This is an optimization exercise on Yosys and OpenROAD, whose aim is small area, a short achievable clock period and few clock cycles per item, not a production implementation. Function not checked in this run: the RTL went through the layout flow alone. Power is estimated from default activity; no workload was simulated.

===== flow/config.mk =====
export PLATFORM = sky130hd
export DESIGN_NAME = ilid_top
export DESIGN_NICKNAME = ilid_top
export VERILOG_FILES = /design/flow/design.v
export SDC_FILE = /design/flow/constraint.sdc
export NUM_CORES = 4
export LEC_CHECK = 0
export CAP_MARGIN = 20
export CELL_PAD_IN_SITES_DETAIL_PLACEMENT = 1
export CELL_PAD_IN_SITES_GLOBAL_PLACEMENT = 1
export CORE_MARGIN = 2
export CORE_UTILIZATION = 25
export PLACE_DENSITY = 0.4
export SLEW_MARGIN = 20

===== flow/constraint.sdc =====
create_clock -name core_clock -period 8.0 [get_ports {clk_i}]
set_input_delay 1.6000 -clock core_clock [delete_from_list [all_inputs] [get_ports {clk_i}]]
set_output_delay 1.6000 -clock core_clock [all_outputs]
set_load 0.01 [all_outputs]

===== flow/design.v =====
`timescale 1ns / 1ps
package ilid_pkg;
  localparam int unsigned POS_W = 10;
  typedef enum logic [2:0] {
    OP_READ     = 3'd0,
    OP_INS_HEAD = 3'd1,
    OP_INS_TAIL = 3'd2,
    OP_INS_AT   = 3'd3,
    OP_DELETE   = 3'd4
  } opcode_e;
  typedef enum logic [1:0] {
    ST_DONE  = 2'd0,
    ST_RANGE = 2'd1,
    ST_FULL  = 2'd2
  } status_e;
  typedef enum logic [1:0] {
    SH_HOLD   = 2'd0,
    SH_INSERT = 2'd1,
    SH_DELETE = 2'd2
  } shift_e;
  typedef struct packed {
    logic [2:0]          opcode;
    logic signed [11:0]  position;
    logic signed [31:0]  item_value;
  } ilid_cmd_t;
  typedef struct packed {
    logic signed [31:0]  read_value;
    logic [1:0]          status;
    logic [10:0]         entry_count;
  } ilid_res_t;
  typedef struct packed {
    shift_e              mode;
    logic [POS_W-1:0]    target;
    logic signed [31:0]  value;
  } ilid_ctrl_t;
endpackage
`timescale 1ns / 1ps
module ilid_cell (
  input  logic               clk_i,
  input  logic [1:0]         sel_i,     
  input  logic signed [31:0] new_i,
  input  logic signed [31:0] left_i,
  input  logic signed [31:0] right_i,
  output logic signed [31:0] value_o
);
  logic signed [31:0] value_q;
  always_ff @(posedge clk_i) begin
    value_q <= sel_i[1] ? (sel_i[0] ? new_i  : right_i)
                        : (sel_i[0] ? left_i : value_q);
  end
  assign value_o = value_q;
endmodule
`timescale 1ns / 1ps
module indexed_list_insert_delete_unit #(
  parameter int unsigned CAPACITY = 64
) (
  input  logic      clk_i,
  input  logic      rst_ni,
  input  logic      start,
  output logic      busy,
  input  ilid_pkg::ilid_cmd_t cmd_i,
  output logic      done_o,
  output ilid_pkg::ilid_res_t res_o
);
  localparam int unsigned CntW = $clog2(CAPACITY + 1);
  localparam int unsigned IdxW = $clog2(CAPACITY);
  assign busy = 1'b0;
  logic               v0_q;
  logic [2:0]         op0_q;
  logic [11:0]        pos0_q;
  logic signed [31:0] val0_q;
  always_ff @(posedge clk_i or negedge rst_ni) begin
    if (!rst_ni) v0_q <= 1'b0;
    else         v0_q <= start;
  end
  always_ff @(posedge clk_i) begin
    op0_q  <= cmd_i.opcode;
    pos0_q <= cmd_i.position;
    val0_q <= cmd_i.item_value;
  end
  logic [CntW-1:0] cnt_q, cnt_d;
  logic            pos_neg, pos_lt, pos_gt, full;
  logic            do_ins, do_del, do_rd, rd_err;
  logic [1:0]      status;
  logic [IdxW-1:0] target;
  assign pos_neg = pos0_q[11];
  assign pos_lt  = !pos_neg && ({1'b0, pos0_q[10:0]} <  12'(cnt_q));
  assign pos_gt  = !pos_neg && ({1'b0, pos0_q[10:0]} >  12'(cnt_q));
  assign full    = (cnt_q == CntW'(CAPACITY));
  always_comb begin
    do_ins = 1'b0;
    do_del = 1'b0;
    do_rd  = 1'b0;
    rd_err = 1'b0;
    status = ilid_pkg::ST_DONE;
    target = pos0_q[IdxW-1:0];
    unique case (op0_q)
      ilid_pkg::OP_READ: begin
        if (pos_lt) do_rd = 1'b1;
        else begin
          rd_err = 1'b1;
          status = ilid_pkg::ST_RANGE;
        end
      end
      ilid_pkg::OP_INS_HEAD, ilid_pkg::OP_INS_TAIL, ilid_pkg::OP_INS_AT: begin
        if (op0_q == ilid_pkg::OP_INS_HEAD || (op0_q == ilid_pkg::OP_INS_AT && pos_neg)) begin
          target = '0;
        end else if (op0_q == ilid_pkg::OP_INS_TAIL) begin
          target = cnt_q[IdxW-1:0];
        end
        if (op0_q == ilid_pkg::OP_INS_AT && pos_gt) status = ilid_pkg::ST_RANGE;
        else if (full)                              status = ilid_pkg::ST_FULL;
        else                                        do_ins = 1'b1;
      end
      ilid_pkg::OP_DELETE: begin
        if (pos_lt) do_del = 1'b1;
        else        status = ilid_pkg::ST_RANGE;
      end
      default: status = ilid_pkg::ST_RANGE;
    endcase
    if (!v0_q) begin
      do_ins = 1'b0;
      do_del = 1'b0;
      do_rd  = 1'b0;
    end
  end
  always_comb begin
    cnt_d = cnt_q;
    if (do_ins)      cnt_d = cnt_q + CntW'(1);
    else if (do_del) cnt_d = cnt_q - CntW'(1);
  end
  logic [CAPACITY-1:0] s0_d, s1_d, rs_d;
  always_comb begin
    for (int i = 0; i < CAPACITY; i++) begin
      logic eq, gt;
      eq = (IdxW'(i) == target);
      gt = (IdxW'(i) >  target);
      s0_d[i] = do_ins & (eq | gt);           
      s1_d[i] = (do_ins & eq) | (do_del & (eq | gt));  
      rs_d[i] = do_rd & eq;
    end
  end
  logic                v1_q;
  logic [CAPACITY-1:0] s0_q, s1_q, rs_q;
  logic signed [31:0]  val1_q;
  logic                rderr1_q;
  logic [1:0]          status1_q;
  logic [CntW-1:0]     cnt1_q;
  always_ff @(posedge clk_i or negedge rst_ni) begin
    if (!rst_ni) begin
      cnt_q <= '0;
      v1_q  <= 1'b0;
    end else begin
      cnt_q <= cnt_d;
      v1_q  <= v0_q;
    end
  end
  always_ff @(posedge clk_i) begin
    s0_q      <= s0_d;
    s1_q      <= s1_d;
    rs_q      <= rs_d;
    val1_q    <= val0_q;
    rderr1_q  <= rd_err;
    status1_q <= status;
    cnt1_q    <= cnt_d;
  end
  logic signed [31:0] cell_val [CAPACITY];
  for (genvar g = 0; g < CAPACITY; g++) begin : g_cell
    logic signed [31:0] left_v, right_v;
    if (g == 0) begin : g_head
      assign left_v = 32'sd0;
    end else begin : g_mid_l
      assign left_v = cell_val[g-1];
    end
    if (g == CAPACITY - 1) begin : g_tail
      assign right_v = cell_val[g];
    end else begin : g_mid_r
      assign right_v = cell_val[g+1];
    end
    ilid_cell u_cell (
      .clk_i   (clk_i),
      .sel_i   ({s1_q[g], s0_q[g]}),
      .new_i   (val1_q),
      .left_i  (left_v),
      .right_i (right_v),
      .value_o (cell_val[g])
    );
  end
  logic signed [31:0] rd_bus;
  always_comb begin
    rd_bus = {32{rderr1_q}};
    for (int i = 0; i < CAPACITY; i++) begin
      rd_bus = rd_bus | (cell_val[i] & {32{rs_q[i]}});
    end
  end
  logic                done_q;
  ilid_pkg::ilid_res_t res_q;
  always_ff @(posedge clk_i or negedge rst_ni) begin
    if (!rst_ni) done_q <= 1'b0;
    else         done_q <= v1_q;
  end
  always_ff @(posedge clk_i) begin
    res_q.read_value  <= rd_bus;
    res_q.status      <= status1_q;
    res_q.entry_count <= 11'(cnt1_q);
  end
  assign done_o = done_q;
  assign res_o  = res_q;
endmodule
`timescale 1ns / 1ps
module ilid_top (
  input  logic        clk_i,
  input  logic        rst_ni,
  input  logic        start,
  output logic        busy,
  input  logic [2:0]  cmd_opcode,
  input  logic [11:0] cmd_position,
  input  logic [31:0] cmd_value,
  output logic        done_o,
  output logic [31:0] res_value,
  output logic [1:0]  res_status,
  output logic [10:0] res_count
);
  ilid_pkg::ilid_cmd_t cmd;
  ilid_pkg::ilid_res_t res;
  assign cmd.opcode     = cmd_opcode;
  assign cmd.position   = cmd_position;
  assign cmd.item_value = cmd_value;
  indexed_list_insert_delete_unit #(
    .CAPACITY(64)
  ) u_unit (
    .clk_i  (clk_i),
    .rst_ni (rst_ni),
    .start  (start),
    .busy   (busy),
    .cmd_i  (cmd),
    .done_o (done_o),
    .res_o  (res)
  );
  assign res_value  = res.read_value;
  assign res_status = res.status;
  assign res_count  = res.entry_count;
endmodule

===== flow/run.sh =====
#!/bin/bash
# synth_recipe.tcl (not shown) runs the flow's synth.tcl, then flattens the netlist and writes it again
# the make line also repeats each setting of config.mk as NAME=value (left out here)
make -C /OpenROAD-flow-scripts/flow DESIGN_CONFIG=/design/flow/config.mk WORK_HOME=/design/flow/orfs CLKGATE_MAP_FILE= SYNTH_SCRIPT=/design/flow/synth_recipe.tcl finish

==> out/metrics.yaml <==
outcome:
  status: "finished clean"
global_routing:
  grt_pass1_wl_mm: 1240
  grt_use_total_pct: 38.2
  grt_pass1_vias: 109807
  globalRoute.totalOverflow: 0
  antenna_found_initial: 131
  grt_max_degree: 65
placed_design:
  port_buffers: 91
  dpl.hpwl_mm: 640
  routabilityCongestion: 0.975
  placed_cells: 17336
synth:
  seq_area_frac_synth_pct: 55.1
  synth.distinct_cells: 71
  syn_avg_cell_area_sq_um: 10.8
  yosys_warnings: 3
  synthCells: 11516
  async_flop_share_pct: 0.420
  syn_area_sq_um: 124000
  synth_edf_count: 2048
  synth_ff_type: "edfxtp_1"
  ys_seq_elements: 2380
detailed_routing:
  drc: 0
  num_vias: 118459
  vias_per_cell: 6.57
  drtAntennaViolNets: 0
  wire_per_inst_microns: 55.2
  routed_wl_mm: 995
  drt_iter0_drc: 22086
  dr.pass1.iters: 9
setup_path:
  critPathLaunchType: "register"
  r2r-start: "u_unit.op0_q[1]$_DFF_P_"
  critPathBufInv: 1
  crit_family: "flip-flops"
  crit_start: "u_unit.res_q[22]$_DFF_P_"
  crit_required_ns: 6.40
  crit_slowest_cell: "dfxtp_1"
  end_kind: "primary output"
  arrival_ns: 2.61
  max_stage_delay_ns: 0.80
  path_cells: "clkdlybuf4s50_1"
  crit_type: "register to primary output"
  r2r_setup_slack_ns: 4.03
  cp_max_fo: 1
cts:
  clkLatencyLatePin_ns: 1.07
  clkTransAtPathRegs_ns: 0.07
  cts_max_level: 5
  cts.sinks: 2380
  hold_buffers: 0
  numCtsBuffers: 322
  post-cts-setup-buffers: 0
  root_buffer: "clkbuf_16"
  cts_tree: "done"
  clockBufferDepth: 4
  cts_resized: 0
timing:
  report.final.setup_viol: 0
  drv_slew: 0
  finalClockSkew_ns: 0.0836
  finalSetupTns_ns: 0
  hold_violations: 0
  finalCritPeriodShare_pct: 52.7
  rsz0062_at_grt: "false"
  fmax_mhz: 237
  max_slew_margin_pct: 9.83
  worstMarginPinSlew_ns: 1.35
  period_needed_ns: 4.21
floorplanning:
  start_util_pct: 25.1
  coreArea_sq_um: 494000
  fp.dieW_microns: 708
  ios: 97
  fp.dieArea_sq_um: 501000
  die_h_microns: 708
  rows: 258
power_and_ir_drop:
  p_clk_share_pct: 44.8
  p_switching_w: 0.00946
  vdd_drop_max_mv: 0.140
  p_per_area_nw_per_um2: 226
  sw_frac_of_total_pct: 29.3
  seqPwrFrac_pct: 46.0
  p_int_w: 0.0228
  combPwrFrac_pct: 9.3
  total_leakage_power_nw: 44.9
layout:
  drive_gt1_share_pct: 10.2
  nFillCells: 54123
  final_cell_mix: "nor2_1, a21oi_1, edfxtp_1, mux2i_1, a22oi_1"
  fin_nets: 11219
  final_common_cell: "nor2_1"
  final_cells: 18018
  syn2layout_area_growth_pct: 15.1
min_path:
  hold_start: "u_unit.cnt1_q[4]$_DFF_P_"
  hold_class: "register to register"
job:
  maxCapViolCount: 0
[cell usage after synthesis (all sizes together) (4+ instances only)]
master | number | area [sq um]
mux2 | 32 | 360
a211oi | 8 | 60.1
dfrtp | 10 | 250
nor3 | 62 | 325
edfxtp | 2048 | 61500
nand4 | 209 | 1310
mux2i | 2016 | 20200
a21oi | 2091 | 10500
a22oi | 744 | 5590
or3 | 5 | 31.3
o211ai | 5 | 37.5
nand3 | 62 | 330
inv | 11 | 41.3
a221oi | 130 | 1190
xnor2 | 6 | 52.6
a21o | 5 | 37.5
nand2 | 107 | 402
and2 | 4 | 25.0
and3 | 5 | 31.3
o21ai | 14 | 70.1
clkbuf | 894 | 3360
o22ai | 4 | 25.0
nor2b | 35 | 219
nor4 | 41 | 290
ha | 9 | 113
dfxtp | 322 | 6450
a31oi | 8 | 56.3
or2 | 66 | 415
nor2 | 2115 | 7940
o31ai | 4 | 30.0
a222oi | 32 | 320
a22o | 95 | 832
buf | 276 | 1120
[cells by family after synthesis]
group	after synthesis	share of synthesized area, %
adder cells (fa/ha/maj)	9	0.0910
AND/OR/NAND/NOR	2728	9.26
other	1	0.00303
AO/OA/AOI/OAI	3163	15.3
XOR/XNOR	6	0.0424
multiplexers	2048	16.6
flip-flops	2380	55.1
buffers and inverters	1181	3.65
[final timing paths]
| kind | end | cells past startpoint |
|---|---|---|
| max | res_value[9] | 1 |
| min | u_unit.res_q[4]$_DFF_P_ | 0 |
| max reg2reg | u_unit.s1_q[6]$_DFF_P_ | 8 |
| min reg2reg | u_unit.res_q[4]$_DFF_P_ | 0 |
| max in group asynchronous | u_unit.v0_q$_DFF_PN0_ | 1 |
| min in group asynchronous | u_unit.cnt_q[4]$_DFF_PN0_ | 1 |
[area by class of cell]
cell class | instances | area (sq um) | share of cell area, %
Clock inverter | 123 | 850 | 0.596
Sequential cell | 2380 | 69000 | 48.4
Inverter | 11 | 41.3 | 0.0290
Clock buffer | 456 | 9010 | 6.33
Tap cell | 6500 | 8130 | 5.71
Timing Repair Buffer | 486 | 3940 | 2.77
Antenna cell | 103 | 258 | 0.181
Multi-Input combinational cell | 7959 | 51300 | 36.0
[metrics by stage]
stage / worst slack, ns / hold slack [ns] / area, sq um / util, % / total power, W
after floorplan: 5.58 / 0.310 / 124000 / - / 0.0160
after global placement: 4.05 / 0.313 / 132000 / 26.8 / 0.0179
after detailed placement: 4.08 / 0.313 / 132000 / 26.8 / 0.0179
after CTS: 3.72 / 0.320 / 142000 / 28.8 / 0.0322
after global routing: 3.73 / 0.324 / 142000 / 28.8 / 0.0328
final: 3.79 / 0.313 / 142000 / 28.9 / 0.0323
[power groups by stage]
stage	sequential (W)	combinational (W)	clock, W
3_3_place_gp	0.0150	0.00283	0
4_1_cts	0.0148	0.00286	0.0146
6_report	0.0148	0.00298	0.0144
3_5_place_dp	0.0150	0.00286	0
5_1_grt	0.0148	0.00301	0.0149
2_1_floorplan	0.0145	0.00157	0
[flip-flops by register name, indices dropped and copies added, names as in the netlist]
signal and cells:
u_unit.op0_q 3, u_unit.cnt_q 7, u_unit.val0_q 32, u_unit.v0_q 1, u_unit.cnt1_q 7, u_unit.done_q 1, u_unit.s0_q 64, u_unit.rderr1_q 1
u_unit.v1_q 1, u_unit.pos0_q 12, u_unit.status1_q 2, u_unit.s1_q 64, u_unit.val1_q 32, u_unit.res_q 41, u_unit.g_cell.u_cell.value_q 2048, u_unit.rs_q 64
[per-layer routing]
layer	share of wire (%)	wire length, microns	vias to the layer above	global-route usage, %
met2	42	415000	10233	55.6
met5	0.048	478	-	0.211
met4	8.3	82500	52	26.7
met3	10	104000	2837	9.41
met1	39	392000	62679	49.6
li1	-	-	42658	-

==> afterwards: timing with drivers on the ports <==
The flow's constraints put no driver on any port. The routed layout listed below was extracted and timed again, unchanged, in two steps. Step 1 (the two cells are an assumption about what drives the block):
set clk [get_ports {clk_i}]
set_driving_cell -lib_cell sky130_fd_sc_hd__clkbuf_16 $clk
set_driving_cell -lib_cell sky130_fd_sc_hd__buf_2 [delete_from_list [all_inputs] $clk]
Step 2 also shifts input and output timing later by t, the mid clock arrival at the registers, as if the neighbouring blocks saw the same clock. a / b / c = ideal / step 1 / step 2; a / b = the first two.
shift t [ns]: 1.141
setup WS [ns]: 3.787 / 3.676 / 4.031
pins driven straight from the clock port: 1
After both steps this run still meets setup and hold. The setup slack of this run moves by -0.111 ns with the drivers and by +0.244 ns with both steps.
